This design comes from an exercise in tuning for small area and a short achievable clock period on the open sky130 flow, not from production work. Only simulation tests tie the RTL to the original design; equivalence was not proved. Power figures rest on the tool's default switching activity, not on a simulated workload.

`flow/design.v`:
```
`default_nettype none
package mac_pkg;
	localparam int PIXEL_W      = 16;    
	localparam int WEIGHT_W     = 16;    
	localparam int ACC_W        = 32;    
	localparam int LANES        = 4;     
	localparam int HID_DEPTH    = 16;    
	localparam int HID_ADDR_W   = 4;
	localparam int NEURONS      = 64;    
	localparam int NEURON_IDX_W = 6;
	typedef logic signed [PIXEL_W-1:0]        pixel_t;
	typedef logic [LANES*WEIGHT_W-1:0]        weight_word_t;   
	typedef logic [LANES*ACC_W-1:0]           acc_word_t;      
	typedef logic [HID_ADDR_W-1:0]            hid_addr_t;
	typedef logic [NEURON_IDX_W-1:0]          neuron_idx_t;    
endpackage
`default_nettype wire
`timescale 1ns/1ps
`default_nettype none
module input_sequencer (
	input  logic                  clk,
	input  logic                  reset,
	input  logic                  i_start,       
	input  logic                  i_valid,       
	input  mac_pkg::pixel_t       i_pixel,
	input  mac_pkg::weight_word_t i_weights,
	input  logic                  i_last,
	output logic                  o_busy,
	output logic                  o_op_valid,
	output logic [7:0]            o_one,         
	output logic [7:0]            o_two,
	output logic [7:0]            o_neg,
	output mac_pkg::weight_word_t o_weights,
	output logic                  o_first,       
	output logic                  o_dump,        
	output logic [6:0]            o_dcnt         
);
	logic                run;
	mac_pkg::hid_addr_t  addr;            
	logic                first;           
	logic                accept;
	logic                fin;
	assign accept = i_valid && run;
	assign fin    = accept && (addr == 4'd15) && i_last;
	always_ff @(posedge clk) begin
		if (reset) begin
			run        <= 1'b0;
			o_dump     <= 1'b0;
			o_busy     <= 1'b0;
			o_op_valid <= 1'b0;
		end else begin
			o_op_valid <= accept;
			if (!o_busy) begin
				if (i_start) begin
					run    <= 1'b1;
					o_busy <= 1'b1;
				end
			end
			if (fin) begin
				run    <= 1'b0;
				o_dump <= 1'b1;
			end
			if (o_dump && o_dcnt == 7'd67) begin
				o_dump <= 1'b0;
				o_busy <= 1'b0;
			end
		end
	end
	always_ff @(posedge clk) begin
		if (!o_busy) begin
			addr  <= '0;
			first <= 1'b1;
		end else if (accept) begin
			addr <= addr + 1'b1;    
			if (addr == 4'd15)
				first <= 1'b0;
		end
		o_dcnt <= o_dump ? o_dcnt + 1'b1 : 7'd0;
	end
	logic [16:0] pb;
	logic [7:0]  one, two, neg;
	assign pb = {i_pixel, 1'b0};
	for (genvar i = 0; i < 8; i++) begin : g_enc
		assign one[i] = pb[2*i+1] ^ pb[2*i];
		assign two[i] = (pb[2*i+2] & ~pb[2*i+1] & ~pb[2*i]) | (~pb[2*i+2] & pb[2*i+1] & pb[2*i]);
		assign neg[i] = pb[2*i+2];
	end
	always_ff @(posedge clk) begin
		o_one     <= accept ? one : '0;
		o_two     <= accept ? two : '0;
		o_neg     <= accept ? neg : '0;
		o_weights <= i_weights;
		o_first   <= accept && first;
	end
endmodule
`default_nettype wire
`timescale 1ns/1ps
`default_nettype none
module mac_lane_array (
	input  logic                  clk,
	input  logic [7:0]            i_one,      
	input  logic [7:0]            i_two,      
	input  logic [7:0]            i_neg,      
	input  mac_pkg::weight_word_t i_weights,
	output mac_pkg::acc_word_t    o_sum,
	output mac_pkg::acc_word_t    o_carry
);
	for (genvar l = 0; l < mac_pkg::LANES; l++) begin : g_lane
		logic [15:0] a;
		logic [7:0]  one, two, neg;
		logic [31:0] srow, crow;
		assign a   = i_weights[l*16 +: 16];
		assign one = i_one;
		assign two = i_two;
		assign neg = i_neg;
		logic k138, k140, k142, k144, k146, k148, k150, k152, k154, k156, k158, k160, k162, k164, k166, k168, k170, k172, k174, k176, k178, k180, k182, k184, k186, k188, k190, k192, k194, k196, k198, k200, k202, k204, k206, k208, k210, k212, k214, k216, k218, k220, k222, k224, k226, k228, k230, k232, k234, k236, k238, k240, k242, k244, k246, k248, k250, k252, k254, k256, k258, k260, k262, k264, k266, k268, k270, k272, k274, k276, k278, k280, k282, k284, k286, k288, k290, k292, k294, k296, k298, k300, k302, k304, k306, k308, k310, k312, k314, k316, k318, k320, k322, k324, k326, k328, k330, k332, k334, k336, k338, k340, k342, k344, k346, k348, k350, k352, k354, k356, k358, k360, p1, p2, p3, p4, p5, p6, p7, p8, p9, p10, p11, p12, p13, p14, p15, p16, p17, p18, p19, p20, p21, p22, p23, p24, p25, p26, p27, p28, p29, p30, p31, p32, p33, p34, p35, p36, p37, p38, p39, p40, p41, p42, p43, p44, p45, p46, p47, p48, p49, p50, p51, p52, p53, p54, p55, p56, p57, p58, p59, p60, p61, p62, p63, p64, p65, p66, p67, p68, p69, p70, p71, p72, p73, p74, p75, p76, p77, p78, p79, p80, p81, p82, p83, p84, p85, p86, p87, p88, p89, p90, p91, p92, p93, p94, p95, p96, p97, p98, p99, p100, p101, p102, p103, p104, p105, p106, p107, p108, p109, p110, p111, p112, p113, p114, p115, p116, p117, p118, p119, p120, p121, p122, p123, p124, p125, p126, p127, p128, p129, p130, p131, p132, p133, p134, p135, p136, s137, s139, s141, s143, s145, s147, s149, s151, s153, s155, s157, s159, s161, s163, s165, s167, s169, s171, s173, s175, s177, s179, s181, s183, s185, s187, s189, s191, s193, s195, s197, s199, s201, s203, s205, s207, s209, s211, s213, s215, s217, s219, s221, s223, s225, s227, s229, s231, s233, s235, s237, s239, s241, s243, s245, s247, s249, s251, s253, s255, s257, s259, s261, s263, s265, s267, s269, s271, s273, s275, s277, s279, s281, s283, s285, s287, s289, s291, s293, s295, s297, s299, s301, s303, s305, s307, s309, s311, s313, s315, s317, s319, s321, s323, s325, s327, s329, s331, s333, s335, s337, s339, s341, s343, s345, s347, s349, s351, s353, s355, s357, s359;
		assign p1 = (one[0] & a[0]) ^ neg[0];
		assign p2 = ((one[0] & a[1]) | (two[0] & a[0])) ^ neg[0];
		assign p3 = ((one[0] & a[2]) | (two[0] & a[1])) ^ neg[0];
		assign p4 = ((one[0] & a[3]) | (two[0] & a[2])) ^ neg[0];
		assign p5 = ((one[0] & a[4]) | (two[0] & a[3])) ^ neg[0];
		assign p6 = ((one[0] & a[5]) | (two[0] & a[4])) ^ neg[0];
		assign p7 = ((one[0] & a[6]) | (two[0] & a[5])) ^ neg[0];
		assign p8 = ((one[0] & a[7]) | (two[0] & a[6])) ^ neg[0];
		assign p9 = ((one[0] & a[8]) | (two[0] & a[7])) ^ neg[0];
		assign p10 = ((one[0] & a[9]) | (two[0] & a[8])) ^ neg[0];
		assign p11 = ((one[0] & a[10]) | (two[0] & a[9])) ^ neg[0];
		assign p12 = ((one[0] & a[11]) | (two[0] & a[10])) ^ neg[0];
		assign p13 = ((one[0] & a[12]) | (two[0] & a[11])) ^ neg[0];
		assign p14 = ((one[0] & a[13]) | (two[0] & a[12])) ^ neg[0];
		assign p15 = ((one[0] & a[14]) | (two[0] & a[13])) ^ neg[0];
		assign p16 = ((one[0] & a[15]) | (two[0] & a[14])) ^ neg[0];
		assign p17 = ~(((one[0] & a[15]) | (two[0] & a[15])) ^ neg[0]);
		assign p18 = (one[1] & a[0]) ^ neg[1];
		assign p19 = ((one[1] & a[1]) | (two[1] & a[0])) ^ neg[1];
		assign p20 = ((one[1] & a[2]) | (two[1] & a[1])) ^ neg[1];
		assign p21 = ((one[1] & a[3]) | (two[1] & a[2])) ^ neg[1];
		assign p22 = ((one[1] & a[4]) | (two[1] & a[3])) ^ neg[1];
		assign p23 = ((one[1] & a[5]) | (two[1] & a[4])) ^ neg[1];
		assign p24 = ((one[1] & a[6]) | (two[1] & a[5])) ^ neg[1];
		assign p25 = ((one[1] & a[7]) | (two[1] & a[6])) ^ neg[1];
		assign p26 = ((one[1] & a[8]) | (two[1] & a[7])) ^ neg[1];
		assign p27 = ((one[1] & a[9]) | (two[1] & a[8])) ^ neg[1];
		assign p28 = ((one[1] & a[10]) | (two[1] & a[9])) ^ neg[1];
		assign p29 = ((one[1] & a[11]) | (two[1] & a[10])) ^ neg[1];
		assign p30 = ((one[1] & a[12]) | (two[1] & a[11])) ^ neg[1];
		assign p31 = ((one[1] & a[13]) | (two[1] & a[12])) ^ neg[1];
		assign p32 = ((one[1] & a[14]) | (two[1] & a[13])) ^ neg[1];
		assign p33 = ((one[1] & a[15]) | (two[1] & a[14])) ^ neg[1];
		assign p34 = ~(((one[1] & a[15]) | (two[1] & a[15])) ^ neg[1]);
		assign p35 = (one[2] & a[0]) ^ neg[2];
		assign p36 = ((one[2] & a[1]) | (two[2] & a[0])) ^ neg[2];
		assign p37 = ((one[2] & a[2]) | (two[2] & a[1])) ^ neg[2];
		assign p38 = ((one[2] & a[3]) | (two[2] & a[2])) ^ neg[2];
		assign p39 = ((one[2] & a[4]) | (two[2] & a[3])) ^ neg[2];
		assign p40 = ((one[2] & a[5]) | (two[2] & a[4])) ^ neg[2];
		assign p41 = ((one[2] & a[6]) | (two[2] & a[5])) ^ neg[2];
		assign p42 = ((one[2] & a[7]) | (two[2] & a[6])) ^ neg[2];
		assign p43 = ((one[2] & a[8]) | (two[2] & a[7])) ^ neg[2];
		assign p44 = ((one[2] & a[9]) | (two[2] & a[8])) ^ neg[2];
		assign p45 = ((one[2] & a[10]) | (two[2] & a[9])) ^ neg[2];
		assign p46 = ((one[2] & a[11]) | (two[2] & a[10])) ^ neg[2];
		assign p47 = ((one[2] & a[12]) | (two[2] & a[11])) ^ neg[2];
		assign p48 = ((one[2] & a[13]) | (two[2] & a[12])) ^ neg[2];
		assign p49 = ((one[2] & a[14]) | (two[2] & a[13])) ^ neg[2];
		assign p50 = ((one[2] & a[15]) | (two[2] & a[14])) ^ neg[2];
		assign p51 = ~(((one[2] & a[15]) | (two[2] & a[15])) ^ neg[2]);
		assign p52 = (one[3] & a[0]) ^ neg[3];
		assign p53 = ((one[3] & a[1]) | (two[3] & a[0])) ^ neg[3];
		assign p54 = ((one[3] & a[2]) | (two[3] & a[1])) ^ neg[3];
		assign p55 = ((one[3] & a[3]) | (two[3] & a[2])) ^ neg[3];
		assign p56 = ((one[3] & a[4]) | (two[3] & a[3])) ^ neg[3];
		assign p57 = ((one[3] & a[5]) | (two[3] & a[4])) ^ neg[3];
		assign p58 = ((one[3] & a[6]) | (two[3] & a[5])) ^ neg[3];
		assign p59 = ((one[3] & a[7]) | (two[3] & a[6])) ^ neg[3];
		assign p60 = ((one[3] & a[8]) | (two[3] & a[7])) ^ neg[3];
		assign p61 = ((one[3] & a[9]) | (two[3] & a[8])) ^ neg[3];
		assign p62 = ((one[3] & a[10]) | (two[3] & a[9])) ^ neg[3];
		assign p63 = ((one[3] & a[11]) | (two[3] & a[10])) ^ neg[3];
		assign p64 = ((one[3] & a[12]) | (two[3] & a[11])) ^ neg[3];
		assign p65 = ((one[3] & a[13]) | (two[3] & a[12])) ^ neg[3];
		assign p66 = ((one[3] & a[14]) | (two[3] & a[13])) ^ neg[3];
		assign p67 = ((one[3] & a[15]) | (two[3] & a[14])) ^ neg[3];
		assign p68 = ~(((one[3] & a[15]) | (two[3] & a[15])) ^ neg[3]);
		assign p69 = (one[4] & a[0]) ^ neg[4];
		assign p70 = ((one[4] & a[1]) | (two[4] & a[0])) ^ neg[4];
		assign p71 = ((one[4] & a[2]) | (two[4] & a[1])) ^ neg[4];
		assign p72 = ((one[4] & a[3]) | (two[4] & a[2])) ^ neg[4];
		assign p73 = ((one[4] & a[4]) | (two[4] & a[3])) ^ neg[4];
		assign p74 = ((one[4] & a[5]) | (two[4] & a[4])) ^ neg[4];
		assign p75 = ((one[4] & a[6]) | (two[4] & a[5])) ^ neg[4];
		assign p76 = ((one[4] & a[7]) | (two[4] & a[6])) ^ neg[4];
		assign p77 = ((one[4] & a[8]) | (two[4] & a[7])) ^ neg[4];
		assign p78 = ((one[4] & a[9]) | (two[4] & a[8])) ^ neg[4];
		assign p79 = ((one[4] & a[10]) | (two[4] & a[9])) ^ neg[4];
		assign p80 = ((one[4] & a[11]) | (two[4] & a[10])) ^ neg[4];
		assign p81 = ((one[4] & a[12]) | (two[4] & a[11])) ^ neg[4];
		assign p82 = ((one[4] & a[13]) | (two[4] & a[12])) ^ neg[4];
		assign p83 = ((one[4] & a[14]) | (two[4] & a[13])) ^ neg[4];
		assign p84 = ((one[4] & a[15]) | (two[4] & a[14])) ^ neg[4];
		assign p85 = ~(((one[4] & a[15]) | (two[4] & a[15])) ^ neg[4]);
		assign p86 = (one[5] & a[0]) ^ neg[5];
		assign p87 = ((one[5] & a[1]) | (two[5] & a[0])) ^ neg[5];
		assign p88 = ((one[5] & a[2]) | (two[5] & a[1])) ^ neg[5];
		assign p89 = ((one[5] & a[3]) | (two[5] & a[2])) ^ neg[5];
		assign p90 = ((one[5] & a[4]) | (two[5] & a[3])) ^ neg[5];
		assign p91 = ((one[5] & a[5]) | (two[5] & a[4])) ^ neg[5];
		assign p92 = ((one[5] & a[6]) | (two[5] & a[5])) ^ neg[5];
		assign p93 = ((one[5] & a[7]) | (two[5] & a[6])) ^ neg[5];
		assign p94 = ((one[5] & a[8]) | (two[5] & a[7])) ^ neg[5];
		assign p95 = ((one[5] & a[9]) | (two[5] & a[8])) ^ neg[5];
		assign p96 = ((one[5] & a[10]) | (two[5] & a[9])) ^ neg[5];
		assign p97 = ((one[5] & a[11]) | (two[5] & a[10])) ^ neg[5];
		assign p98 = ((one[5] & a[12]) | (two[5] & a[11])) ^ neg[5];
		assign p99 = ((one[5] & a[13]) | (two[5] & a[12])) ^ neg[5];
		assign p100 = ((one[5] & a[14]) | (two[5] & a[13])) ^ neg[5];
		assign p101 = ((one[5] & a[15]) | (two[5] & a[14])) ^ neg[5];
		assign p102 = ~(((one[5] & a[15]) | (two[5] & a[15])) ^ neg[5]);
		assign p103 = (one[6] & a[0]) ^ neg[6];
		assign p104 = ((one[6] & a[1]) | (two[6] & a[0])) ^ neg[6];
		assign p105 = ((one[6] & a[2]) | (two[6] & a[1])) ^ neg[6];
		assign p106 = ((one[6] & a[3]) | (two[6] & a[2])) ^ neg[6];
		assign p107 = ((one[6] & a[4]) | (two[6] & a[3])) ^ neg[6];
		assign p108 = ((one[6] & a[5]) | (two[6] & a[4])) ^ neg[6];
		assign p109 = ((one[6] & a[6]) | (two[6] & a[5])) ^ neg[6];
		assign p110 = ((one[6] & a[7]) | (two[6] & a[6])) ^ neg[6];
		assign p111 = ((one[6] & a[8]) | (two[6] & a[7])) ^ neg[6];
		assign p112 = ((one[6] & a[9]) | (two[6] & a[8])) ^ neg[6];
		assign p113 = ((one[6] & a[10]) | (two[6] & a[9])) ^ neg[6];
		assign p114 = ((one[6] & a[11]) | (two[6] & a[10])) ^ neg[6];
		assign p115 = ((one[6] & a[12]) | (two[6] & a[11])) ^ neg[6];
		assign p116 = ((one[6] & a[13]) | (two[6] & a[12])) ^ neg[6];
		assign p117 = ((one[6] & a[14]) | (two[6] & a[13])) ^ neg[6];
		assign p118 = ((one[6] & a[15]) | (two[6] & a[14])) ^ neg[6];
		assign p119 = ~(((one[6] & a[15]) | (two[6] & a[15])) ^ neg[6]);
		assign p120 = (one[7] & a[0]) ^ neg[7];
		assign p121 = ((one[7] & a[1]) | (two[7] & a[0])) ^ neg[7];
		assign p122 = ((one[7] & a[2]) | (two[7] & a[1])) ^ neg[7];
		assign p123 = ((one[7] & a[3]) | (two[7] & a[2])) ^ neg[7];
		assign p124 = ((one[7] & a[4]) | (two[7] & a[3])) ^ neg[7];
		assign p125 = ((one[7] & a[5]) | (two[7] & a[4])) ^ neg[7];
		assign p126 = ((one[7] & a[6]) | (two[7] & a[5])) ^ neg[7];
		assign p127 = ((one[7] & a[7]) | (two[7] & a[6])) ^ neg[7];
		assign p128 = ((one[7] & a[8]) | (two[7] & a[7])) ^ neg[7];
		assign p129 = ((one[7] & a[9]) | (two[7] & a[8])) ^ neg[7];
		assign p130 = ((one[7] & a[10]) | (two[7] & a[9])) ^ neg[7];
		assign p131 = ((one[7] & a[11]) | (two[7] & a[10])) ^ neg[7];
		assign p132 = ((one[7] & a[12]) | (two[7] & a[11])) ^ neg[7];
		assign p133 = ((one[7] & a[13]) | (two[7] & a[12])) ^ neg[7];
		assign p134 = ((one[7] & a[14]) | (two[7] & a[13])) ^ neg[7];
		assign p135 = ((one[7] & a[15]) | (two[7] & a[14])) ^ neg[7];
		assign p136 = ~(((one[7] & a[15]) | (two[7] & a[15])) ^ neg[7]);
		assign s137 = p11 ^ p26;
		assign k138 = p11 & p26;
		assign s139 = p12 ^ p27;
		assign k140 = p12 & p27;
		assign s141 = p13 ^ p28 ^ p43;
		assign k142 = (p13 & p28) | (p13 & p43) | (p28 & p43);
		assign s143 = p58 ^ p73;
		assign k144 = p58 & p73;
		assign s145 = p14 ^ p29 ^ p44;
		assign k146 = (p14 & p29) | (p14 & p44) | (p29 & p44);
		assign s147 = p59 ^ p74;
		assign k148 = p59 & p74;
		assign s149 = p15 ^ p30 ^ p45;
		assign k150 = (p15 & p30) | (p15 & p45) | (p30 & p45);
		assign s151 = p60 ^ p75 ^ p90;
		assign k152 = (p60 & p75) | (p60 & p90) | (p75 & p90);
		assign s153 = p105 ^ p120;
		assign k154 = p105 & p120;
		assign s155 = p16 ^ p31 ^ p46;
		assign k156 = (p16 & p31) | (p16 & p46) | (p31 & p46);
		assign s157 = p61 ^ p76 ^ p91;
		assign k158 = (p61 & p76) | (p61 & p91) | (p76 & p91);
		assign s159 = p106 ^ p121;
		assign k160 = p106 & p121;
		assign s161 = p17 ^ p32 ^ p47;
		assign k162 = (p17 & p32) | (p17 & p47) | (p32 & p47);
		assign s163 = p62 ^ p77 ^ p92;
		assign k164 = (p62 & p77) | (p62 & p92) | (p77 & p92);
		assign s165 = p107 ^ p122 ^ 1'b1;
		assign k166 = (p107 & p122) | (p107 & 1'b1) | (p122 & 1'b1);
		assign s167 = p33 ^ p48 ^ p63;
		assign k168 = (p33 & p48) | (p33 & p63) | (p48 & p63);
		assign s169 = p78 ^ p93 ^ p108;
		assign k170 = (p78 & p93) | (p78 & p108) | (p93 & p108);
		assign s171 = p123 ^ 1'b1;
		assign k172 = p123 & 1'b1;
		assign s173 = p34 ^ p49 ^ p64;
		assign k174 = (p34 & p49) | (p34 & p64) | (p49 & p64);
		assign s175 = p79 ^ p94 ^ p109;
		assign k176 = (p79 & p94) | (p79 & p109) | (p94 & p109);
		assign s177 = p50 ^ p65 ^ p80;
		assign k178 = (p50 & p65) | (p50 & p80) | (p65 & p80);
		assign s179 = p95 ^ p110;
		assign k180 = p95 & p110;
		assign s181 = p51 ^ p66 ^ p81;
		assign k182 = (p51 & p66) | (p51 & p81) | (p66 & p81);
		assign s183 = p67 ^ p82;
		assign k184 = p67 & p82;
		assign s185 = p7 ^ p22;
		assign k186 = p7 & p22;
		assign s187 = p8 ^ p23;
		assign k188 = p8 & p23;
		assign s189 = p9 ^ p24 ^ p39;
		assign k190 = (p9 & p24) | (p9 & p39) | (p24 & p39);
		assign s191 = p54 ^ p69;
		assign k192 = p54 & p69;
		assign s193 = p10 ^ p25 ^ p40;
		assign k194 = (p10 & p25) | (p10 & p40) | (p25 & p40);
		assign s195 = p55 ^ p70;
		assign k196 = p55 & p70;
		assign s197 = s137 ^ p41 ^ p56;
		assign k198 = (s137 & p41) | (s137 & p56) | (p41 & p56);
		assign s199 = p71 ^ p86 ^ neg[5];
		assign k200 = (p71 & p86) | (p71 & neg[5]) | (p86 & neg[5]);
		assign s201 = s139 ^ p42 ^ p57;
		assign k202 = (s139 & p42) | (s139 & p57) | (p42 & p57);
		assign s203 = p72 ^ p87 ^ k138;
		assign k204 = (p72 & p87) | (p72 & k138) | (p87 & k138);
		assign s205 = s141 ^ s143 ^ p88;
		assign k206 = (s141 & s143) | (s141 & p88) | (s143 & p88);
		assign s207 = p103 ^ neg[6] ^ k140;
		assign k208 = (p103 & neg[6]) | (p103 & k140) | (neg[6] & k140);
		assign s209 = s145 ^ s147 ^ p89;
		assign k210 = (s145 & s147) | (s145 & p89) | (s147 & p89);
		assign s211 = p104 ^ k142 ^ k144;
		assign k212 = (p104 & k142) | (p104 & k144) | (k142 & k144);
		assign s213 = s149 ^ s151 ^ s153;
		assign k214 = (s149 & s151) | (s149 & s153) | (s151 & s153);
		assign s215 = neg[7] ^ k146 ^ k148;
		assign k216 = (neg[7] & k146) | (neg[7] & k148) | (k146 & k148);
		assign s217 = s155 ^ s157 ^ s159;
		assign k218 = (s155 & s157) | (s155 & s159) | (s157 & s159);
		assign s219 = k150 ^ k152 ^ k154;
		assign k220 = (k150 & k152) | (k150 & k154) | (k152 & k154);
		assign s221 = s161 ^ s163 ^ s165;
		assign k222 = (s161 & s163) | (s161 & s165) | (s163 & s165);
		assign s223 = k156 ^ k158 ^ k160;
		assign k224 = (k156 & k158) | (k156 & k160) | (k158 & k160);
		assign s225 = s167 ^ s169 ^ s171;
		assign k226 = (s167 & s169) | (s167 & s171) | (s169 & s171);
		assign s227 = k162 ^ k164 ^ k166;
		assign k228 = (k162 & k164) | (k162 & k166) | (k164 & k166);
		assign s229 = s173 ^ s175 ^ p124;
		assign k230 = (s173 & s175) | (s173 & p124) | (s175 & p124);
		assign s231 = k168 ^ k170 ^ k172;
		assign k232 = (k168 & k170) | (k168 & k172) | (k170 & k172);
		assign s233 = s177 ^ s179 ^ p125;
		assign k234 = (s177 & s179) | (s177 & p125) | (s179 & p125);
		assign s235 = 1'b1 ^ k174 ^ k176;
		assign k236 = (1'b1 & k174) | (1'b1 & k176) | (k174 & k176);
		assign s237 = s181 ^ p96 ^ p111;
		assign k238 = (s181 & p96) | (s181 & p111) | (p96 & p111);
		assign s239 = p126 ^ k178 ^ k180;
		assign k240 = (p126 & k178) | (p126 & k180) | (k178 & k180);
		assign s241 = s183 ^ p97 ^ p112;
		assign k242 = (s183 & p97) | (s183 & p112) | (p97 & p112);
		assign s243 = p127 ^ 1'b1 ^ k182;
		assign k244 = (p127 & 1'b1) | (p127 & k182) | (1'b1 & k182);
		assign s245 = p68 ^ p83 ^ p98;
		assign k246 = (p68 & p83) | (p68 & p98) | (p83 & p98);
		assign s247 = p113 ^ p128 ^ k184;
		assign k248 = (p113 & p128) | (p113 & k184) | (p128 & k184);
		assign s249 = p84 ^ p99 ^ p114;
		assign k250 = (p84 & p99) | (p84 & p114) | (p99 & p114);
		assign s251 = p129 ^ 1'b1;
		assign k252 = p129 & 1'b1;
		assign s253 = p85 ^ p100 ^ p115;
		assign k254 = (p85 & p100) | (p85 & p115) | (p100 & p115);
		assign s255 = p101 ^ p116;
		assign k256 = p101 & p116;
		assign s257 = p5 ^ p20;
		assign k258 = p5 & p20;
		assign s259 = p6 ^ p21;
		assign k260 = p6 & p21;
		assign s261 = s185 ^ p37 ^ p52;
		assign k262 = (s185 & p37) | (s185 & p52) | (p37 & p52);
		assign s263 = s187 ^ p38 ^ p53;
		assign k264 = (s187 & p38) | (s187 & p53) | (p38 & p53);
		assign s265 = s189 ^ s191 ^ neg[4];
		assign k266 = (s189 & s191) | (s189 & neg[4]) | (s191 & neg[4]);
		assign s267 = s193 ^ s195 ^ k190;
		assign k268 = (s193 & s195) | (s193 & k190) | (s195 & k190);
		assign s269 = s197 ^ s199 ^ k194;
		assign k270 = (s197 & s199) | (s197 & k194) | (s199 & k194);
		assign s271 = s201 ^ s203 ^ k198;
		assign k272 = (s201 & s203) | (s201 & k198) | (s203 & k198);
		assign s273 = s205 ^ s207 ^ k202;
		assign k274 = (s205 & s207) | (s205 & k202) | (s207 & k202);
		assign s275 = s209 ^ s211 ^ k206;
		assign k276 = (s209 & s211) | (s209 & k206) | (s211 & k206);
		assign s277 = s213 ^ s215 ^ k210;
		assign k278 = (s213 & s215) | (s213 & k210) | (s215 & k210);
		assign s279 = s217 ^ s219 ^ k214;
		assign k280 = (s217 & s219) | (s217 & k214) | (s219 & k214);
		assign s281 = s221 ^ s223 ^ k218;
		assign k282 = (s221 & s223) | (s221 & k218) | (s223 & k218);
		assign s283 = s225 ^ s227 ^ k222;
		assign k284 = (s225 & s227) | (s225 & k222) | (s227 & k222);
		assign s285 = s229 ^ s231 ^ k226;
		assign k286 = (s229 & s231) | (s229 & k226) | (s231 & k226);
		assign s287 = s233 ^ s235 ^ k230;
		assign k288 = (s233 & s235) | (s233 & k230) | (s235 & k230);
		assign s289 = s237 ^ s239 ^ k234;
		assign k290 = (s237 & s239) | (s237 & k234) | (s239 & k234);
		assign s291 = s241 ^ s243 ^ k238;
		assign k292 = (s241 & s243) | (s241 & k238) | (s243 & k238);
		assign s293 = s245 ^ s247 ^ k242;
		assign k294 = (s245 & s247) | (s245 & k242) | (s247 & k242);
		assign s295 = s249 ^ s251 ^ k246;
		assign k296 = (s249 & s251) | (s249 & k246) | (s251 & k246);
		assign s297 = s253 ^ p130 ^ k250;
		assign k298 = (s253 & p130) | (s253 & k250) | (p130 & k250);
		assign s299 = s255 ^ p131 ^ 1'b1;
		assign k300 = (s255 & p131) | (s255 & 1'b1) | (p131 & 1'b1);
		assign s301 = p102 ^ p117 ^ p132;
		assign k302 = (p102 & p117) | (p102 & p132) | (p117 & p132);
		assign s303 = p118 ^ p133;
		assign k304 = p118 & p133;
		assign s305 = p3 ^ p18;
		assign k306 = p3 & p18;
		assign s307 = p4 ^ p19;
		assign k308 = p4 & p19;
		assign s309 = s257 ^ p35 ^ neg[2];
		assign k310 = (s257 & p35) | (s257 & neg[2]) | (p35 & neg[2]);
		assign s311 = s259 ^ p36 ^ k258;
		assign k312 = (s259 & p36) | (s259 & k258) | (p36 & k258);
		assign s313 = s261 ^ neg[3] ^ k260;
		assign k314 = (s261 & neg[3]) | (s261 & k260) | (neg[3] & k260);
		assign s315 = s263 ^ k186 ^ k262;
		assign k316 = (s263 & k186) | (s263 & k262) | (k186 & k262);
		assign s317 = s265 ^ k188 ^ k264;
		assign k318 = (s265 & k188) | (s265 & k264) | (k188 & k264);
		assign s319 = s267 ^ k192 ^ k266;
		assign k320 = (s267 & k192) | (s267 & k266) | (k192 & k266);
		assign s321 = s269 ^ k196 ^ k268;
		assign k322 = (s269 & k196) | (s269 & k268) | (k196 & k268);
		assign s323 = s271 ^ k200 ^ k270;
		assign k324 = (s271 & k200) | (s271 & k270) | (k200 & k270);
		assign s325 = s273 ^ k204 ^ k272;
		assign k326 = (s273 & k204) | (s273 & k272) | (k204 & k272);
		assign s327 = s275 ^ k208 ^ k274;
		assign k328 = (s275 & k208) | (s275 & k274) | (k208 & k274);
		assign s329 = s277 ^ k212 ^ k276;
		assign k330 = (s277 & k212) | (s277 & k276) | (k212 & k276);
		assign s331 = s279 ^ k216 ^ k278;
		assign k332 = (s279 & k216) | (s279 & k278) | (k216 & k278);
		assign s333 = s281 ^ k220 ^ k280;
		assign k334 = (s281 & k220) | (s281 & k280) | (k220 & k280);
		assign s335 = s283 ^ k224 ^ k282;
		assign k336 = (s283 & k224) | (s283 & k282) | (k224 & k282);
		assign s337 = s285 ^ k228 ^ k284;
		assign k338 = (s285 & k228) | (s285 & k284) | (k228 & k284);
		assign s339 = s287 ^ k232 ^ k286;
		assign k340 = (s287 & k232) | (s287 & k286) | (k232 & k286);
		assign s341 = s289 ^ k236 ^ k288;
		assign k342 = (s289 & k236) | (s289 & k288) | (k236 & k288);
		assign s343 = s291 ^ k240 ^ k290;
		assign k344 = (s291 & k240) | (s291 & k290) | (k240 & k290);
		assign s345 = s293 ^ k244 ^ k292;
		assign k346 = (s293 & k244) | (s293 & k292) | (k244 & k292);
		assign s347 = s295 ^ k248 ^ k294;
		assign k348 = (s295 & k248) | (s295 & k294) | (k248 & k294);
		assign s349 = s297 ^ k252 ^ k296;
		assign k350 = (s297 & k252) | (s297 & k296) | (k252 & k296);
		assign s351 = s299 ^ k254 ^ k298;
		assign k352 = (s299 & k254) | (s299 & k298) | (k254 & k298);
		assign s353 = s301 ^ k256 ^ k300;
		assign k354 = (s301 & k256) | (s301 & k300) | (k256 & k300);
		assign s355 = s303 ^ 1'b1 ^ k302;
		assign k356 = (s303 & 1'b1) | (s303 & k302) | (1'b1 & k302);
		assign s357 = p119 ^ p134 ^ k304;
		assign k358 = (p119 & p134) | (p119 & k304) | (p134 & k304);
		assign s359 = p135 ^ 1'b1;
		assign k360 = p135 & 1'b1;
		assign srow = {1'b1, p136, s359, s357, s355, s353, s351, s349, s347, s345, s343, s341, s339, s337, s335, s333, s331, s329, s327, s325, s323, s321, s319, s317, s315, s313, s311, s309, s307, s305, p2, p1};
		assign crow = {1'b0, k360, k358, k356, k354, k352, k350, k348, k346, k344, k342, k340, k338, k336, k334, k332, k330, k328, k326, k324, k322, k320, k318, k316, k314, k312, k310, k308, k306, neg[1], 1'b0, neg[0]};
		always_ff @(posedge clk) begin
			o_sum  [l*32 +: 32] <= srow;
			o_carry[l*32 +: 32] <= crow;
		end
	end
endmodule
`default_nettype wire
`timescale 1ns/1ps
`default_nettype none
module hidden_ram (
	input  logic               clk,
	input  logic               i_shift,
	input  logic               i_first,     
	input  mac_pkg::acc_word_t i_psum,      
	input  mac_pkg::acc_word_t i_pcarry,    
	output mac_pkg::acc_word_t o_head
);
	localparam int W = mac_pkg::LANES * mac_pkg::ACC_W;
	logic [mac_pkg::HID_DEPTH*W-1:0] ring;    
	mac_pkg::acc_word_t              sum;
	assign o_head = ring[W-1:0];
	for (genvar l = 0; l < mac_pkg::LANES; l++) begin : g_lane
		logic [31:0] acc, s, c, x, y;
		assign acc = i_first ? 32'd0 : o_head[l*32 +: 32];
		assign s   = i_psum[l*32 +: 32];
		assign c   = i_pcarry[l*32 +: 32];
		assign x   = acc ^ s ^ c;
		assign y   = {(acc[30:0] & s[30:0]) | (acc[30:0] & c[30:0]) | (s[30:0] & c[30:0]), 1'b0};
		assign sum[l*32 +: 32] = x + y;
	end
	always_ff @(posedge clk) begin
		if (i_shift)
			ring <= {sum, ring[mac_pkg::HID_DEPTH*W-1:W]};
	end
endmodule
`default_nettype wire
`timescale 1ns/1ps
`default_nettype none
module result_reader (
	input  logic                        clk,
	input  logic                        reset,
	input  logic                        i_dump,
	input  logic [6:0]                  i_dcnt,
	input  mac_pkg::acc_word_t          i_head,
	output logic                        o_rotate,
	output logic                        o_valid,
	output mac_pkg::neuron_idx_t        o_index,
	output logic signed [mac_pkg::ACC_W-1:0] o_value,
	output logic                        o_done
);
	logic [6:0] k;
	assign k = i_dcnt - 7'd3;
	assign o_rotate = i_dump && (k[1:0] == 2'd3) && (i_dcnt >= 7'd6);
	always_ff @(posedge clk) begin
		if (reset) begin
			o_valid <= 1'b0;
			o_done  <= 1'b0;
		end else begin
			o_valid <= i_dump && (i_dcnt >= 7'd3) && (i_dcnt <= 7'd66);
			o_done  <= i_dump && (i_dcnt == 7'd66);
		end
	end
	always_ff @(posedge clk) begin
		o_index <= k[5:0];
		o_value <= i_head[k[1:0]*mac_pkg::ACC_W +: mac_pkg::ACC_W];
	end
endmodule
`default_nettype wire
`timescale 1ns/1ps
`default_nettype none
module mac_top (
	input  logic                        clk,
	input  logic                        reset,
	input  logic                        i_start,
	input  logic                        i_valid,
	input  mac_pkg::pixel_t             i_pixel,
	input  mac_pkg::weight_word_t       i_weights,
	input  logic                        i_last,
	output logic                        o_busy,
	output logic                        o_valid,
	output mac_pkg::neuron_idx_t        o_index,
	output logic signed [mac_pkg::ACC_W-1:0] o_value,
	output logic                        o_done
);
	logic                  op_valid;
	logic [7:0]            op_one, op_two, op_neg;
	mac_pkg::weight_word_t op_weights;
	logic                  op_first;
	logic                  dump;
	logic [6:0]            dcnt;
	mac_pkg::acc_word_t    psum, pcarry;
	logic                  pr_valid;
	logic                  pr_first;
	mac_pkg::acc_word_t    head;
	logic                  rotate;
	input_sequencer seq_i (
		.clk        (clk),
		.reset      (reset),
		.i_start    (i_start),
		.i_valid    (i_valid),
		.i_pixel    (i_pixel),
		.i_weights  (i_weights),
		.i_last     (i_last),
		.o_busy     (o_busy),
		.o_op_valid (op_valid),
		.o_one      (op_one),
		.o_two      (op_two),
		.o_neg      (op_neg),
		.o_weights  (op_weights),
		.o_first    (op_first),
		.o_dump     (dump),
		.o_dcnt     (dcnt)
	);
	mac_lane_array mac_i (
		.clk       (clk),
		.i_one     (op_one),
		.i_two     (op_two),
		.i_neg     (op_neg),
		.i_weights (op_weights),
		.o_sum     (psum),
		.o_carry   (pcarry)
	);
	always_ff @(posedge clk) begin
		if (reset)
			pr_valid <= 1'b0;
		else
			pr_valid <= op_valid;
		pr_first <= op_first;
	end
	hidden_ram ram_i (
		.clk     (clk),
		.i_shift (pr_valid || rotate),
		.i_first (pr_first),
		.i_psum   (psum),
		.i_pcarry (pcarry),
		.o_head  (head)
	);
	result_reader rd_i (
		.clk      (clk),
		.reset    (reset),
		.i_dump   (dump),
		.i_dcnt   (dcnt),
		.i_head   (head),
		.o_rotate (rotate),
		.o_valid  (o_valid),
		.o_index  (o_index),
		.o_value  (o_value),
		.o_done   (o_done)
	);
endmodule
`default_nettype wire
```
`flow/config.mk`:
```
export PLATFORM = sky130hd
export DESIGN_NAME = mac_top
export DESIGN_NICKNAME = mac_top
export VERILOG_FILES = /design/flow/design.v
export SDC_FILE = /design/flow/constraint.sdc
export NUM_CORES = 4
export LEC_CHECK = 0
export CAP_MARGIN = 20
export CORE_MARGIN = 2
export CORE_UTILIZATION = 45
export SLEW_MARGIN = 20
```
`flow/run.sh`:
```
#!/bin/bash
# synth_recipe.tcl (not shown) runs the flow's synth.tcl, then flattens the netlist and writes it again
# the make line also repeats each setting of config.mk as NAME=value (left out here)
make -C /OpenROAD-flow-scripts/flow DESIGN_CONFIG=/design/flow/config.mk WORK_HOME=/design/flow/orfs CLKGATE_MAP_FILE= SYNTH_SCRIPT=/design/flow/synth_recipe.tcl finish
```
`flow/constraint.sdc`:
```
create_clock -name core_clock -period 8.0 [get_ports {clk}]
set_input_delay 1.6000 -clock core_clock [delete_from_list [all_inputs] [get_ports {clk}]]
set_output_delay 1.6000 -clock core_clock [all_outputs]
set_load 0.01 [all_outputs]
```
==> results of run 1 <==
[routing by layer]
layer / share of wire [%] / GRT usage, %
met5: 0.032 / 0
met4: 3.0 / 6.83
met3: 7.4 / 3.91
met2: 44 / 28.1
met1: 45 / 27.8
[state kept, by name, summed over array words and instances, names as in the netlist, 7 cells and up]
name             cells
rd_i.o_value        32
ram_i.ring        2048
seq_i.o_one          8
seq_i.o_two          8
seq_i.o_neg          8
mac_i.o_sum        124
mac_i.o_carry      114
seq_i.o_weights     64
seq_i.o_dcnt         7
[area by class of cell]
type / count / area share, %
clock buffers: 338 / 5.96
inverters: 804 / 2.67
flip-flops and latches: 2433 / 61.2
repair buffers: 214 / 1.81
clock inverters: 123 / 1.21
well taps: 2975 / 3.29
diodes: 12 / 0.0265
multi-input cells: 2689 / 23.9
[report_power, final]
group	total [uW]	switching (uW)	internal (uW)
Combinational	7270	4670	2600
Sequential	14700	270	14400
Clock	11300	4800	6470
[metrics by stage]
step / hold slack [ps] / util (%)
after floorplan: 310 / -
after global placement: 400 / 47.3
after detailed placement: 386 / 47.3
after CTS: 328 / 50.9
after global routing: 347 / 50.9
final: 350 / 50.9
[synthesized netlist by cell type, types with 6 or more instances]
cell | count | share of area, %
edfxtp_1 | 2048 | 61
o21bai_1 | 17 | 0.13
o21a_1 | 17 | 0.13
inv_1 | 803 | 3.0
o31ai_1 | 9 | 0.067
o21ai_0 | 84 | 0.42
fa_1 | 456 | 9.1
a31oi_1 | 19 | 0.12
nand4_1 | 18 | 0.11
a21o_1 | 61 | 0.46
clkbuf_1 | 264 | 0.99
or3b_2 | 7 | 0.061
nand3_1 | 17 | 0.085
a211oi_1 | 17 | 0.13
and3_1 | 18 | 0.11
mux2i_1 | 8 | 0.080
nand2b_1 | 128 | 0.80
nor2_1 | 61 | 0.23
nor2b_1 | 23 | 0.14
nor3_1 | 14 | 0.070
xor2_1 | 271 | 2.4
a21oi_1 | 105 | 0.52
mux4_2 | 32 | 0.72
and2_1 | 6 | 0.037
ha_1 | 219 | 2.7
a22oi_1 | 481 | 3.6
nand2_1 | 103 | 0.38
xnor2_1 | 407 | 3.5
buf_1 | 86 | 0.32
o211ai_1 | 8 | 0.060
nand3b_1 | 7 | 0.052
dfxtp_1 | 385 | 7.7
[path summary, 6_finish.rpt]
kind / slack [ps] / depth (start not counted) / end / start
hold / removal: 350 / 0 / ram_i.ring[1300] / ram_i.ring[1428]
setup / recovery: 3220 / 12 / ram_i.ring[2015] / pr_first
setup reg to reg: 3220 / 12 / ram_i.ring[2015] / pr_first
hold reg to reg: 350 / 0 / ram_i.ring[1300] / ram_i.ring[1428]
[layout by cell type, fill, tap and decap left out, types with 12 or more instances in the layout]
| cell | instances |
|---|---|
| o21a_1 | 17 |
| xnor2_1 | 406 |
| o21bai_1 | 17 |
| nand3_1 | 17 |
| ha_1 | 218 |
| a211oi_1 | 17 |
| nor2b_1 | 23 |
| nor2_1 | 61 |
| nand4_1 | 18 |
| clkbuf_8 | 29 |
| fa_1 | 456 |
| nand2b_1 | 128 |
| inv_1 | 802 |
| clkinv_2 | 40 |
| xor2_1 | 271 |
| dfxtp_2 | 17 |
| clkbuf_1 | 65 |
| a21o_1 | 61 |
| a22oi_1 | 481 |
| edfxtp_1 | 2048 |
| a21oi_1 | 105 |
| mux4_2 | 32 |
| clkbuf_16 | 244 |
| bufinv_16 | 17 |
| buf_4 | 79 |
| clkinv_1 | 27 |
| a31oi_1 | 19 |
| clkdlybuf4s50_1 | 125 |
| o21ai_0 | 84 |
| nor3_1 | 14 |
| diode_2 | 12 |
| dfxtp_1 | 359 |
| nand2_1 | 103 |
| and3_1 | 18 |
[logic make-up after synthesis]
logic type,synth area share (%)
flops,68.8
simple gates,2.22
compound gates,6.09
xor+xnor,5.90
fa+ha+maj,11.8
buf+inv,4.33
mux,0.841
==> impl_metrics.json, run 1 <==
{
  "crit_chain": "nor2b_1 > fa_1 > ha_1 > fa_1 > a211oi_1 > o211a_1 > o21ai_0 > a211oi_1 > nor3_1 > a31o_2 > a21oi_1 > xnor2_1",
  "setup.worst_path.end_class": "flip-flop",
  "clock_path_buffers": 3,
  "post_cts_buffers": 0,
  "hpwlAfterDp_mm": 138,
  "final_max_slew_viol_count": 0,
  "drt_iter0_markers": 5057,
  "worst-setup-path-type": "reg2reg",
  "path_delay_family": "compound AO/OA/AOI/OAI gates",
  "grt_setup_unrepaired": "no",
  "required_ps": 8630,
  "vias_per_cell": 5.23,
  "power.total_uw": 33300,
  "path_clk_slew_ps": 60,
  "synth_flop_cell": "edfxtp_1",
  "postRouteAntennaNets": 0,
  "cts_buffers": 241,
  "die_x_um": 477,
  "path_max_fanout": 63,
  "via_count": 50110,
  "grtUsageTotal_pct": 19.0,
  "syn_avg_cell_area_sq_um": 16.0,
  "cts_tree": "built",
  "setup_tns_ps": 0,
  "syn_area_sq_um": 101000,
  "row_count": 173,
  "core_region_area_sq_um": 222000,
  "synth_warnings": 5,
  "ys_types": 77,
  "setup_ws_ps": 3220,
  "period_share_pct": 59.7,
  "ys_async_sr_fraction_pct": 0,
  "syn_inst": 6279,
  "drive_gt1_share_pct": 8.36,
  "final_area_sq_um": 113000,
  "num-nets-final": 7143,
  "ys_seq_elements": 2433,
  "antenna_found_initial": 36,
  "peakVddDrop_uv": 201,
  "tightestPinTransition_ps": 1290,
  "power_density_nw_per_um2": 294,
  "status": "finished clean",
  "place_ws_ps": 3190,
  "ctsHoldBuffers": 0,
  "insertion_delay_ps": 900,
  "worst-path-buf-inv": 0,
  "worstPathArrival_ps": 5410,
  "cts.sinks": 2433,
  "initial_core_util_pct": 45.2,
  "synth_edf_count": 2048,
  "first_pass_iters": 6,
  "setup_viol": 0,
  "wl_per_cell_um": 22.5,
  "skew_ps": 93.3,
  "cp_slowest_cell": "dfxtp_4",
  "seq_area_sq_um": 69300,
  "io_pins": 126,
  "finalCriticalPeriod_ps": 4780,
  "startpoint_type": "flip-flop",
  "syn2layout_area_growth_pct": 12.6,
  "slowest_delay_ps": 820,
  "root_buffer": "clkbuf_16",
  "syn-num-nets": 7039,
  "grt_max_degree": 192,
  "stdcell_count": 9588,
  "remaining_drc_errors": 0,
  "place_inst": 9115,
  "grt_pass1_wl_mm": 323,
  "grt_pass1_vias": 51367,
  "cap_violations": 0,
  "place_congestion": 0.870,
  "nFillCells": 18310,
  "hold_path.class": "reg2reg",
  "cts_resized": 0,
  "overflow": 0,
  "dpl_cell_area_sq_um": 105000,
  "die_area_sq_um": 227000,
  "fmax_mhz": 209,
  "postRouteWirelength_mm": 216,
  "fp.dieH_um": 477,
  "multiInputGateArea_sq_um": 27000,
  "yosysSeqAreaShare_pct": 68.8,
  "portBuffers": 125,
  "hold_viol": 0,
  "leakage_uw": 0.0409,
  "max_slew_margin_pct": 13.5,
  "ctsHtreeMaxLevel": 4
}
==> run 2: changes to the inputs <==
--- a/flow/config.mk
+++ b/flow/config.mk
@@ -6,6 +6,8 @@
 export NUM_CORES = 4
 export LEC_CHECK = 0
+export ABC_CLOCK_PERIOD_IN_PS = 3400
 export CAP_MARGIN = 20
 export CORE_MARGIN = 2
 export CORE_UTILIZATION = 45
+export SETUP_SLACK_MARGIN = 4.6
 export SLEW_MARGIN = 20
==> impl_metrics.json, run 2 <==
{
  "status": "finished clean",
  "tightestPinTransition_ps": 1020,
  "cts_tree": "built",
  "cts.sinks": 2433,
  "first_pass_iters": 6,
  "worstPathArrival_ps": 4380,
  "die_x_um": 477,
  "fmax_mhz": 264,
  "setup_ws_ps": 4220,
  "required_ps": 8600,
  "place_ws_ps": 3190,
  "setup.worst_path.end_class": "flip-flop",
  "io_pins": 126,
  "insertion_delay_ps": 910,
  "fp.dieH_um": 477,
  "postRouteAntennaNets": 0,
  "skew_ps": 103,
  "syn-num-nets": 7039,
  "grt_max_degree": 192,
  "place_congestion": 0.870,
  "hpwlAfterDp_mm": 138,
  "multiInputGateArea_sq_um": 29900,
  "final_max_slew_viol_count": 0,
  "max_slew_margin_pct": 32.2,
  "ctsHtreeMaxLevel": 4,
  "period_share_pct": 47.3,
  "setup_viol": 0,
  "regMostFlops": "ram_i.ring",
  "final_common_cell": "edfxtp_1",
  "p_comb_share_pct": 27.6,
  "drt_iter0_markers": 6123,
  "internal-power_uw": 24900,
  "synth_warnings": 5,
  "path_clk_slew_ps": 60,
  "wl_per_cell_um": 24.6,
  "core_region_area_sq_um": 222000,
  "remaining_drc_errors": 0,
  "layout_common_cells": "edfxtp_1, inv_1, a22oi_1",
  "dpl_cell_area_sq_um": 105000,
  "finalCriticalPeriod_ps": 3780,
  "synth_top_cells_by_count": "edfxtp_1, inv_1, a22oi_1",
  "row_count": 173,
  "cap_violations": 0,
  "yosysSeqAreaShare_pct": 68.8,
  "syn_inst": 6279,
  "postRouteWirelength_mm": 242,
  "stdcell_count": 9858,
  "die_area_sq_um": 227000,
  "syn2layout_area_growth_pct": 19.5,
  "startpoint_type": "flip-flop",
  "synth_flop_cell": "edfxtp_1",
  "overflow": 0,
  "vias_per_cell": 5.36,
  "synth_area_leader_cell": "edfxtp_1",
  "path_max_fanout": 8,
  "cts_buffers": 241,
  "p_sw_share_pct": 30.5,
  "cp_slowest_cell": "fa_1",
  "largest_register_ffs": 2048,
  "power_density_nw_per_um2": 298,
  "setup_tns_ps": 0,
  "syn_avg_cell_area_sq_um": 16.0,
  "drive_gt1_share_pct": 18.2,
  "ys_async_sr_fraction_pct": 0,
  "yosysMostFrequentCell": "edfxtp_1",
  "place_inst": 9115,
  "clock_path_buffers": 3,
  "final_area_sq_um": 120000,
  "antenna_found_initial": 42,
  "ys_types": 77,
  "grt_setup_unrepaired": "yes",
  "ys_seq_elements": 2433,
  "via_count": 52817,
  "power.switching_uw": 11000,
  "hold_viol": 0,
  "slowest_delay_ps": 530,
  "ctsHoldBuffers": 0,
  "nFillCells": 17565,
  "initial_core_util_pct": 45.2,
  "grt_pass1_wl_mm": 344,
  "p_clk_share_pct": 31.5,
  "hold_path.class": "reg2reg",
  "crit_chain": "buf_6 > buf_12 > buf_12 > buf_16 > nand2b_4 > fa_1 > inv_2 > ha_4 > a21oi_4 > o211ai_1 > nand4_1 > a21oi_4 > a31oi_4 > buf_6 > o31ai_4 > a21oi_2 > xnor2_1",
  "top_regs": "ram_i.ring x2048, mac_i.o_sum x124, mac_i.o_carry x114",
  "synth_top_area_share_pct": 61.1,
  "num-nets-final": 7407,
  "portBuffers": 125,
  "seq_area_sq_um": 69400,
  "grt_pass1_vias": 52931,
  "worst-setup-path-type": "reg2reg",
  "root_buffer": "clkbuf_16",
  "grtUsageTotal_pct": 20.4,
  "synth_area_leaders": "edfxtp_1, fa_1, dfxtp_1, a22oi_1, xnor2_1",
  "pwr-share-seq_pct": 40.9,
  "leakage_uw": 0.0433,
  "peakVddDrop_uv": 207,
  "synth_edf_count": 2048,
  "syn_area_sq_um": 101000
}
## run 2: changes by cell type in the layout (fill, tap and decap cells not counted), moves of 39 or more
cell / change
buf_4: +97
inv_2: +39
inv_1: -39
nand2b_1: -40
ha_1: -68
ha_4: +47
buf_16: +39
o21ai_0: -41
buf_6: +60
## run 2: logic make-up (layout without fill, tap and decap cells)
group / count (synthesis) / count (layout) / share of synthesized area, %
buffers and inverters: 1157 / 1742 / 4.33
other: 0 / 18 / 0
adders and majority gates: 675 / 675 / 11.8
xor gates and xnor gates: 678 / 678 / 5.90
and+or+nand+nor: 421 / 421 / 2.22
muxes: 44 / 44 / 0.841
DFF: 2433 / 2433 / 68.8
AOI/OAI and AO/OA: 871 / 872 / 6.09
## run 2: repair_timing
action / 4_1_cts / 5_1_grt
setup buffers: 144 / 77
pin swaps: 153 / 220
gates cloned: 18 / 25
endpoints found under the setup margin: 506 / 1389
gates resized for setup: 546 / 302
## run 2: critical path, delay by kind of cell (launching register included)
kind            cells  cell delay [ps]
flops               1              370
buf+inv             6              750
simple gates        2              430
fa+ha+maj           2              830
xor+xnor            1              120
compound gates      6             1030
## run 2: final cells by class
cell class | instances | share of cell area, %
antenna | 18 | 0.0375
clock buffer | 338 | 5.61
clock inverter | 123 | 1.14
inverter | 804 | 2.51
multi-input combinational | 2690 | 24.9
sequential | 2433 | 57.7
tap | 2975 | 3.10
timing repair buffer | 477 | 4.99
## run 2: final timing paths
kind | start | end | slack (ps) | cells past startpoint
min | ram_i.ring[1428] | ram_i.ring[1300] | 350 | 0
max | pr_first | ram_i.ring[2047] | 4220 | 17
max reg2reg | pr_first | ram_i.ring[2047] | 4220 | 17
min reg2reg | ram_i.ring[1428] | ram_i.ring[1300] | 350 | 0
## run 2: stage by stage
stage	hold WS, ps	util [%]	power, uW
final	347	54.1	35900
after global placement	400	47.3	22100
after floorplan	310	-	19700
after CTS	328	52.9	35100
after global routing	347	54.1	37500
after detailed placement	386	47.3	22100
## run 2: per-layer routing
layer / wire (um) / vias up / track usage (%) / part of all wire (%)
met5: 94 / - / 0 / 0.039
met4: 7900 / 18 / 7.15 / 3.3
met3: 22500 / 570 / 4.85 / 9.3
met2: 107000 / 2273 / 30.1 / 44
met1: 106000 / 27194 / 29.7 / 44
li1: - / 22762 / - / -
## run 2: power groups by stage
stage                     clock (uW)  sequential [uW]  combinational [uW]
final                          11300            14700                9890
after global routing           12100            14700               10700
after CTS                      11600            14700                8830
after detailed placement           0            15000                7150
after global placement             0            15000                7140
after floorplan                    0            14900                4760
==> run 3: changes to the inputs <==
--- a/flow/design.v
+++ b/flow/design.v
@@ -31,6 +31,10 @@
 	output logic [7:0]            o_two,
 	output logic [7:0]            o_neg,
+	output logic [7:0]            o_one_n,       
+	output logic [7:0]            o_two_n,
+	output logic [7:0]            o_negz,
 	output mac_pkg::weight_word_t o_weights,
-	output logic                  o_first,       
+	output logic                  o_mask,        
+	output logic                  o_clr,         
 	output logic                  o_dump,        
 	output logic [6:0]            o_dcnt         
@@ -43,4 +47,5 @@
 	assign accept = i_valid && run;
 	assign fin    = accept && (addr == 4'd15) && i_last;
+	assign o_clr  = i_start && !o_busy;
 	always_ff @(posedge clk) begin
 		if (reset) begin
@@ -90,6 +95,9 @@
 		o_two     <= accept ? two : '0;
 		o_neg     <= accept ? neg : '0;
+		o_one_n   <= accept ? ~one : '1;
+		o_two_n   <= accept ? ~two : '1;
+		o_negz    <= accept ? (neg & (one | two)) : '0;
 		o_weights <= i_weights;
-		o_first   <= accept && first;
+		o_mask    <= accept && first && (addr != 4'd15);
 	end
 endmodule
@@ -102,4 +110,7 @@
 	input  logic [7:0]            i_two,      
 	input  logic [7:0]            i_neg,      
+	input  logic [7:0]            i_one_n,    
+	input  logic [7:0]            i_two_n,    
+	input  logic [7:0]            i_negz,
 	input  mac_pkg::weight_word_t i_weights,
 	output mac_pkg::acc_word_t    o_sum,
@@ -111,7 +122,13 @@
 		logic [31:0] srow, crow;
 		assign a   = i_weights[l*16 +: 16];
-		assign one = i_one;
-		assign two = i_two;
-		assign neg = i_neg;
+		if (l < 2) begin : g_pos
+			assign one = i_one;
+			assign two = i_two;
+			assign neg = i_neg;
+		end else begin : g_inv
+			assign one = ~i_one_n;
+			assign two = ~i_two_n;
+			assign neg = i_negz;
+		end
 		logic k138, k140, k142, k144, k146, k148, k150, k152, k154, k156, k158, k160, k162, k164, k166, k168, k170, k172, k174, k176, k178, k180, k182, k184, k186, k188, k190, k192, k194, k196, k198, k200, k202, k204, k206, k208, k210, k212, k214, k216, k218, k220, k222, k224, k226, k228, k230, k232, k234, k236, k238, k240, k242, k244, k246, k248, k250, k252, k254, k256, k258, k260, k262, k264, k266, k268, k270, k272, k274, k276, k278, k280, k282, k284, k286, k288, k290, k292, k294, k296, k298, k300, k302, k304, k306, k308, k310, k312, k314, k316, k318, k320, k322, k324, k326, k328, k330, k332, k334, k336, k338, k340, k342, k344, k346, k348, k350, k352, k354, k356, k358, k360, p1, p2, p3, p4, p5, p6, p7, p8, p9, p10, p11, p12, p13, p14, p15, p16, p17, p18, p19, p20, p21, p22, p23, p24, p25, p26, p27, p28, p29, p30, p31, p32, p33, p34, p35, p36, p37, p38, p39, p40, p41, p42, p43, p44, p45, p46, p47, p48, p49, p50, p51, p52, p53, p54, p55, p56, p57, p58, p59, p60, p61, p62, p63, p64, p65, p66, p67, p68, p69, p70, p71, p72, p73, p74, p75, p76, p77, p78, p79, p80, p81, p82, p83, p84, p85, p86, p87, p88, p89, p90, p91, p92, p93, p94, p95, p96, p97, p98, p99, p100, p101, p102, p103, p104, p105, p106, p107, p108, p109, p110, p111, p112, p113, p114, p115, p116, p117, p118, p119, p120, p121, p122, p123, p124, p125, p126, p127, p128, p129, p130, p131, p132, p133, p134, p135, p136, s137, s139, s141, s143, s145, s147, s149, s151, s153, s155, s157, s159, s161, s163, s165, s167, s169, s171, s173, s175, s177, s179, s181, s183, s185, s187, s189, s191, s193, s195, s197, s199, s201, s203, s205, s207, s209, s211, s213, s215, s217, s219, s221, s223, s225, s227, s229, s231, s233, s235, s237, s239, s241, s243, s245, s247, s249, s251, s253, s255, s257, s259, s261, s263, s265, s267, s269, s271, s273, s275, s277, s279, s281, s283, s285, s287, s289, s291, s293, s295, s297, s299, s301, s303, s305, s307, s309, s311, s313, s315, s317, s319, s321, s323, s325, s327, s329, s331, s333, s335, s337, s339, s341, s343, s345, s347, s349, s351, s353, s355, s357, s359;
 		assign p1 = (one[0] & a[0]) ^ neg[0];
@@ -489,5 +506,6 @@
 	input  logic               clk,
 	input  logic               i_shift,
-	input  logic               i_first,     
+	input  logic               i_mask,      
+	input  logic               i_clr,       
 	input  mac_pkg::acc_word_t i_psum,      
 	input  mac_pkg::acc_word_t i_pcarry,    
@@ -500,5 +518,5 @@
 	for (genvar l = 0; l < mac_pkg::LANES; l++) begin : g_lane
 		logic [31:0] acc, s, c, x, y;
-		assign acc = i_first ? 32'd0 : o_head[l*32 +: 32];
+		assign acc = o_head[l*32 +: 32];
 		assign s   = i_psum[l*32 +: 32];
 		assign c   = i_pcarry[l*32 +: 32];
@@ -509,5 +527,11 @@
 	always_ff @(posedge clk) begin
 		if (i_shift)
-			ring <= {sum, ring[mac_pkg::HID_DEPTH*W-1:W]};
+			ring[mac_pkg::HID_DEPTH*W-1:W] <= {sum, ring[mac_pkg::HID_DEPTH*W-1:2*W]};
+	end
+	always_ff @(posedge clk) begin
+		if (i_clr)
+			ring[W-1:0] <= '0;
+		else if (i_shift)
+			ring[W-1:0] <= i_mask ? '0 : ring[2*W-1:W];
 	end
 endmodule
@@ -521,5 +545,5 @@
 	input  logic [6:0]                  i_dcnt,
 	input  mac_pkg::acc_word_t          i_head,
-	output logic                        o_rotate,
+	output logic                        o_rotate_next,   
 	output logic                        o_valid,
 	output mac_pkg::neuron_idx_t        o_index,
@@ -529,5 +553,5 @@
 	logic [6:0] k;
 	assign k = i_dcnt - 7'd3;
-	assign o_rotate = i_dump && (k[1:0] == 2'd3) && (i_dcnt >= 7'd6);
+	assign o_rotate_next = i_dump && (i_dcnt[1:0] == 2'd1) && (i_dcnt >= 7'd5) && (i_dcnt <= 7'd65);
 	always_ff @(posedge clk) begin
 		if (reset) begin
@@ -563,13 +587,15 @@
 	logic                  op_valid;
 	logic [7:0]            op_one, op_two, op_neg;
+	logic [7:0]            op_one_n, op_two_n, op_negz;
 	mac_pkg::weight_word_t op_weights;
-	logic                  op_first;
+	logic                  op_mask;
+	logic                  clr;
 	logic                  dump;
 	logic [6:0]            dcnt;
 	mac_pkg::acc_word_t    psum, pcarry;
-	logic                  pr_valid;
-	logic                  pr_first;
+	logic                  shift;
+	logic                  pr_mask;
 	mac_pkg::acc_word_t    head;
-	logic                  rotate;
+	logic                  rotate_next;
 	input_sequencer seq_i (
 		.clk        (clk),
@@ -585,6 +611,10 @@
 		.o_two      (op_two),
 		.o_neg      (op_neg),
+		.o_one_n    (op_one_n),
+		.o_two_n    (op_two_n),
+		.o_negz     (op_negz),
 		.o_weights  (op_weights),
-		.o_first    (op_first),
+		.o_mask     (op_mask),
+		.o_clr      (clr),
 		.o_dump     (dump),
 		.o_dcnt     (dcnt)
@@ -595,4 +625,7 @@
 		.i_two     (op_two),
 		.i_neg     (op_neg),
+		.i_one_n   (op_one_n),
+		.i_two_n   (op_two_n),
+		.i_negz    (op_negz),
 		.i_weights (op_weights),
 		.o_sum     (psum),
@@ -601,13 +634,14 @@
 	always_ff @(posedge clk) begin
 		if (reset)
-			pr_valid <= 1'b0;
+			shift <= 1'b0;
 		else
-			pr_valid <= op_valid;
-		pr_first <= op_first;
+			shift <= op_valid || rotate_next;
+		pr_mask <= op_mask;
 	end
 	hidden_ram ram_i (
 		.clk     (clk),
-		.i_shift (pr_valid || rotate),
-		.i_first (pr_first),
+		.i_shift  (shift),
+		.i_mask   (pr_mask),
+		.i_clr    (clr),
 		.i_psum   (psum),
 		.i_pcarry (pcarry),
@@ -620,5 +654,5 @@
 		.i_dcnt   (dcnt),
 		.i_head   (head),
-		.o_rotate (rotate),
+		.o_rotate_next (rotate_next),
 		.o_valid  (o_valid),
 		.o_index  (o_index),
--- a/flow/config.mk
+++ b/flow/config.mk
@@ -6,8 +6,10 @@
 export NUM_CORES = 4
 export LEC_CHECK = 0
-export ABC_CLOCK_PERIOD_IN_PS = 3400
+export ABC_CLOCK_PERIOD_IN_PS = 3200
 export CAP_MARGIN = 20
 export CORE_MARGIN = 2
-export CORE_UTILIZATION = 45
-export SETUP_SLACK_MARGIN = 4.6
+export CORE_UTILIZATION = 65
+export CTS_CLUSTER_DIAMETER = 100
+export CTS_CLUSTER_SIZE = 24
+export SETUP_SLACK_MARGIN = 4.8
 export SLEW_MARGIN = 20
==> impl_metrics.json, run 3 <==
{
  "final_area_sq_um": 112000,
  "layout_common_cells": "edfxtp_1, fa_1, dfxtp_1",
  "grt_pass1_wl_mm": 319,
  "skew_ps": 31.6,
  "worst-setup-path-type": "reg2reg",
  "portBuffers": 125,
  "cts.sinks": 2459,
  "row_count": 143,
  "status": "finished clean",
  "peakVddDrop_uv": 287,
  "internal-power_uw": 19400,
  "yosysMostFrequentCell": "edfxtp_1",
  "ys_types": 73,
  "die_x_um": 395,
  "leakage_uw": 0.0407,
  "setup_viol": 0,
  "synth_flop_cell": "edfxtp_1",
  "min_delay_path_depth": 0,
  "largest_register_ffs": 2048,
  "dpl_cell_area_sq_um": 103000,
  "grt_pass1_vias": 51546,
  "syn_inst": 6233,
  "syn-num-nets": 6994,
  "synth_top_cells_by_count": "edfxtp_1, dfxtp_1, fa_1",
  "crit_chain": "clkinvlp_4 > buf_4 > buf_4 > o22ai_2 > xnor2_2 > fa_2 > fa_1 > inv_2 > fa_1 > fa_2",
  "synth_edf_count": 1920,
  "cts_tree": "built",
  "tightestPinTransition_ps": 1130,
  "top_regs": "ram_i.ring x2048, mac_i.o_sum x124, mac_i.o_carry x116",
  "fmax_mhz": 295,
  "finalCriticalPeriod_ps": 3390,
  "fin_util_pct": 73.9,
  "pwr-share-seq_pct": 55.2,
  "required_ps": 8650,
  "fp.dieH_um": 395,
  "critical_path_depth": 10,
  "path_max_fanout": 5,
  "ctsHtreeMaxLevel": 3,
  "clock_path_buffers": 3,
  "via_count": 51679,
  "synth_area_leader_cell": "edfxtp_1",
  "worst-path-buf-inv": 4,
  "synth_area_leaders": "edfxtp_1, dfxtp_1, fa_1, xnor2_1, ha_1",
  "cap_violations": 0,
  "cts_buffers": 114,
  "grt_max_degree": 211,
  "max_slew_margin_pct": 24.9,
  "root_buffer": "clkbuf_16",
  "hold_path.class": "reg2reg",
  "remaining_drc_errors": 0,
  "drt_iter0_markers": 5273,
  "synth_top_area_share_pct": 57.9,
  "grt_setup_unrepaired": "yes",
  "insertion_delay_ps": 770,
  "setup_tns_ps": 0,
  "p_sw_share_pct": 27.0,
  "overflow": 0,
  "rrSetupSlack_ps": 4610,
  "setup.worst_path.end_class": "flip-flop",
  "syn_area_sq_um": 99500,
  "regMostFlops": "ram_i.ring",
  "slowest_delay_ps": 560,
  "ys_seq_elements": 2459,
  "worstPathArrival_ps": 4040,
  "drive_gt1_share_pct": 16.3,
  "yosysSeqAreaShare_pct": 68.8,
  "syn_avg_cell_area_sq_um": 16.0,
  "postRouteAntennaNets": 0,
  "antenna_found_initial": 21,
  "syn2layout_area_growth_pct": 12.8,
  "startpoint_type": "flip-flop",
  "power_density_nw_per_um2": 237,
  "synth_warnings": 5,
  "vias_per_cell": 6.00,
  "cp_slowest_cell": "fa_1",
  "initial_core_util_pct": 65.5,
  "postRouteWirelength_mm": 216,
  "p_clk_share_pct": 24.6,
  "wl_per_cell_um": 25.1,
  "power.switching_uw": 7170,
  "core_region_area_sq_um": 152000,
  "path_delay_family": "adder cells",
  "path_clk_slew_ps": 100,
  "hold_viol": 0,
  "first_pass_iters": 7,
  "num-nets-final": 7239,
  "r2r_cells": 10,
  "die_area_sq_um": 156000,
  "io_pins": 126,
  "final_max_slew_viol_count": 0,
  "hpwlAfterDp_mm": 130,
  "grtUsageTotal_pct": 27.4,
  "place_congestion": 0.900,
  "ys_async_sr_fraction_pct": 0,
  "final_common_cell": "edfxtp_1",
  "period_share_pct": 42.4,
  "p_comb_share_pct": 20.1
}
-- run 3: cell types whose count changed after synthesis, moves of 128 or more --
cell      before   now
dfxtp_1      385   539
edfxtp_1    2048  1920
o22ai_1        2   244
a22oi_1      481   240
nor2_1        61   217
inv_1        803   403
-- run 3: kinds of logic after synthesis --
family / after synthesis / share of synthesized area (%)
flops: 2459 / 68.8
compound gates: 993 / 6.56
buf+inv: 749 / 2.83
fa+ha+maj: 676 / 11.9
xor+xnor: 670 / 5.90
simple gates: 641 / 3.14
mux: 45 / 0.861
-- run 3: metal layers --
| layer | track usage [%] | vias to the layer above | part of all wire, % |
|---|---|---|---|
| li1 | - | 22700 | - |
| met1 | 40.3 | 26363 | 43 |
| met2 | 41.6 | 2121 | 45 |
| met3 | 5.73 | 487 | 8.0 |
| met4 | 9.30 | 8 | 3.5 |
| met5 | 0 | - | 0.022 |
-- run 3: repair_timing --
item,CTS,global route
endpoints found under the hold margin,0,0
buffers inserted,159,102
endpoints found under the setup margin,749,437
resized for setup,547,327
hold buffers,0,0
pin swaps,133,231
gates cloned,20,4
-- run 3: stage by stage --
step / total power [uW] / std cells / worst slack [ps] / hold slack [ps]
after floorplan: 18300 / 6233 / -6430 / 310
after global placement: 19500 / 8107 / 4010 / 345
after detailed placement: 19600 / 8107 / 3970 / 330
after CTS: 26400 / 8502 / 4690 / 352
after global routing: 27800 / 8608 / 4590 / 369
final: 26600 / 8616 / 4610 / 360
-- run 3: area by class of cell --
type                       instances  area (sq um)
sequential                      2459         68900
fill                            9130         39700
multi-input combinational       3025         30400
timing repair buffer             471          5330
clock buffer                     203          3190
tap                             2030          2540
inverter                         406          1650
clock inverter                    13           209
antenna                            8          20.0
timing repair inverter             1          7.51
-- run 3: power groups by stage --
stage,sequential [uW],clock [uW],combinational (uW)
after floorplan,14900,0,3390
after global placement,15000,0,4500
after detailed placement,15000,0,4600
after CTS,14700,6740,5010
after global routing,14700,7150,5910
final,14700,6550,5360
-- run 3: worst paths after layout --
check / startpoint / end
worst max-delay path: seq_i.o_weights[60] / mac_i.o_sum[113]
worst min-delay path: seq_i.o_mask / pr_mask
worst max register to register: seq_i.o_weights[60] / mac_i.o_sum[113]
worst min register to register: seq_i.o_mask / pr_mask

port drivers added, routing unchanged:
How much do the figures lean on ideal ports? The routed layouts below were timed once more, with nothing changed but the port constraints.
Step 1 assumes that a clkbuf_16 drives the clock port and a buf_2 every other input.
Step 2 also shifts input and output timing later by t, the mid clock arrival at the registers, as if the neighbouring blocks saw the same clock.
Three values: ideal, step 1, step 2; two values: the first two.
| run | t (ns) | slack for setup (ns) | clock arrival spread, ns | cell pins on the clock port's net |
|---|---|---|---|---|
| run 1 | 0.942 | 3.223 / 3.223 / 3.223 | 0.093 / 0.093 | 1 |
| run 2 | 0.946 | 4.219 / 4.219 / 4.219 | 0.110 / 0.110 | 1 |
| run 3 | 0.831 | 4.610 / 4.610 / 4.159 | 0.035 / 0.035 | 1 |
After both steps every run listed still meets setup and hold. For run 3, which loses most, drivers alone change the setup slack by 0.000 ns; drivers and shift together by -0.451 ns.
